This is an optimization exercise on Yosys and OpenROAD, whose aim is small area and a short achievable clock period, not a production implementation.
Function was checked by simulation only, so behaviour that the tests miss may differ from the original.
Power figures rest on the tool's default switching activity, not on a simulated workload.

## float_accum_multi
module float_accum_multi #(
  parameter int unsigned EXP_W    = 8,
  parameter int unsigned MAN_W    = 23,
  parameter int unsigned GUARD_W  = 8,
  parameter int unsigned STRIDE_W = 16,
  parameter int unsigned DELAY_W  = 7,
  localparam int unsigned DATA_W  = 1 + EXP_W + MAN_W
) (
  input  logic                clk,
  input  logic                rst_n,
  input  logic                run,
  input  logic                running,
  input  logic [STRIDE_W-1:0] strideMinusOne,
  input  logic [DELAY_W-1:0]  delay0,
  input  logic [1:0]          mode,
  input  logic [DATA_W-1:0]   in0,
  output logic [DATA_W-1:0]   out0,
  output logic                done
);
Size in the first run: ~5700 cells after synthesis, about 530 flip-flops, about 94 I/O pins, ~0.048 mm2 of cells after synthesis.
clock: 10.0 ns
lec_check: 0
cap_margin: 30
core_margin: 2
core_utilization: 30
place_density: 0.45
setup_slack_margin: 5
slew_margin: 20
tns_end_percent: 0
run.sh (not shown) runs the stock make flow with config.mk's settings and CLKGATE_MAP_FILE= SYNTH_SCRIPT=/design/flow/synth_recipe.tcl, a recipe that flattens the netlist after the stock synthesis.
The first run finished with timing, DRC and antenna clean.
Then changed:
CORE_UTILIZATION = 35   (was 30)
PLACE_DENSITY = 0.5   (was 0.45)
After rerunning: Clock-buffer cell count went up by 5. Register-to-register slack is about the same. Cell count went down by 4.0%. Fmax stays flat. Wire length went down by 3.1%. Synthesized cell count does not change. Setup slack gains 9.6 ps. Total power went down by 2.3%. Core utilization went up by 5.3 points. Global-route usage went up by 3.6 points. Synthesized area does not change.
Then changed:
CORE_UTILIZATION = 45   (was 35)
PLACE_DENSITY = 0.6   (was 0.5)
After rerunning: The new run went through all stages and came out clean. Setup slack degrades by 88 ps. Hold slack degrades by 3.5 ps. Count of clock-buffer cells in the layout went down by 7. Wire length went down by 3.4%. Non-clock buffer count went down by 9. Sequential share of layout area went up by 0.32 points. Register-to-register slack degrades by 90 ps.


Another version of the RTL of float_accum_multi (not shown whole).
Size in the first run: ~5,600 cells after synthesis, roughly 530 flip-flops, ~94 I/O pins, roughly 47,000 sq um of cells after synthesis.
clock: 10.0 ns
lec_check: 0
cap_margin: 30
core_margin: 2
core_utilization: 35
place_density: 0.62
setup_slack_margin: 5
slew_margin: 20
tns_end_percent: 0
Edit:
--- a/flow/config.mk
+++ b/flow/config.mk
@@ -9,5 +9,5 @@
 export CORE_MARGIN = 2
 export CORE_UTILIZATION = 35
-export PLACE_DENSITY = 0.62
+export PLACE_DENSITY = 0.5
 export SETUP_SLACK_MARGIN = 5
 export SLEW_MARGIN = 20
Global-route usage goes up by 2.0 points.
Worst hold slack improves by 0.012 ns.
Routed wire length goes up by 5.5%.
Die area is unchanged.
Sequential share of layout area stays flat.
Combinational power hardly moves.
Power goes up by 0.68%.
Clock power is about the same.
Utilization hardly moves.
Fmax goes down by 1.5%.


quartz:
float_accum_multi with an RTL version that a note above also has.
For scale: roughly 5700 cells after synthesis, ~48000 sq um of cells after synthesis.
export LEC_CHECK = 0
export CAP_MARGIN = 30
export CORE_MARGIN = 2
export CORE_UTILIZATION = 35
export PLACE_DENSITY = 0.5
export SETUP_SLACK_MARGIN = 5
export SLEW_MARGIN = 20
export TNS_END_PERCENT = 5
create_clock -name core_clock -period 10.0 [get_ports {clk}]
quartz finished all stages; the layout is clean.
Input changes introduced in amber (baseline for comparison: quartz):
- TNS_END_PERCENT changed from 5 to 0
- PLACE_DENSITY changed from 0.5 to 0.62
Results
Across quartz and amber, the outcome is the same: a clean finish for every run. Compared quartz against amber; number of nets produced by synthesis within noise. quartz → amber: fmax down about 0.5%, worst setup slack after layout down 0.027 ns. Of quartz and amber, amber shows the lower combinational fraction of design power, with quartz above it.


run D:
Another version of the RTL of float_accum_multi (not shown whole).
Size in the first run: about 5700 cells after synthesis, roughly 530 flip-flops, roughly 94 I/O pins, about 47000 um^2 of cells after synthesis.
clock: 10.0 ns
lec_check: 0
cap_margin: 30
core_margin: 2
core_utilization: 35
place_density: 0.62
setup_slack_margin: 5
slew_margin: 20
tns_end_percent: 0
--- input diff run D..run H ---
-- flow/config.mk --
<<< run D, line 10
export CORE_UTILIZATION = 35
export PLACE_DENSITY = 0.62
export SETUP_SLACK_MARGIN = 5
>>> run H, line 10
export CORE_UTILIZATION = 35
export PLACE_DENSITY = 0.5
export SETUP_SLACK_MARGIN = 5
--- outcome ---
- Number of buffers inserted to repair setup after CTS: run H vs run D up 19%
- From run D to run H the numbers moved as follows: placed wire-length estimate climbed 6.6%; non-clock buffer count went up 23; clock network power share went up; share of total power in combinational logic dropped 0.9 points; global-route wire length before repair now larger.

## re-timing with driven ports
No port has a modelled driver above. Below, the same layouts with a new extraction and two added sets of constraints.
Step 1, drivers: a clkbuf_16 drives clk and a buf_2 each remaining input, both assumed.
Step 2, shift: input delay + t, output delay - t, t = (earliest + latest rising clock arrival at the registers) / 2. This alone moves slack from input paths to output paths.
a / b / c = ideal ports / drivers / drivers and shift; a / b = the first two.
run | shift t [ns] | slack for setup (ns) | hold slack, ns | worst setup path after step 2 | clock arrival spread, ns
the first run of note 1 | 0.787 | 4.703 / 4.703 / 4.394 | 0.446 / 0.446 / 0.446 | input to register | 0.050 / 0.051
the second run of note 1 | 0.781 | 4.712 / 4.712 / 4.710 | 0.447 / 0.447 / 0.447 | input to register | 0.058 / 0.058
the third run of note 1 | 0.740 | 4.624 / 4.624 / 4.624 | 0.444 / 0.444 / 0.444 | register to register | 0.034 / 0.035
the first run of note 2 | 0.738 | 4.519 / 4.519 / 4.519 | 0.443 / 0.443 / 0.443 | register to register | 0.042 / 0.041
the second run of note 2 | 0.766 | 4.438 / 4.438 / 4.438 | 0.455 / 0.455 / 0.455 | register to register | 0.058 / 0.059
quartz | 0.771 | 4.815 / 4.815 / 4.694 | 0.447 / 0.447 / 0.447 | input to register | 0.053 / 0.054
amber | 0.742 | 4.788 / 4.788 / 4.513 | 0.454 / 0.454 / 0.454 | input to register | 0.044 / 0.044
run D | 0.778 | 4.617 / 4.617 / 4.617 | 0.447 / 0.447 / 0.447 | register to register | 0.065 / 0.065
run H | 0.772 | 4.622 / 4.622 / 4.146 | 0.450 / 0.450 / 0.450 | input to register | 0.063 / 0.063
After both steps every run listed still meets setup and hold. For run H, which loses most, drivers alone change the setup slack by 0.000 ns; drivers and shift together by -0.476 ns.
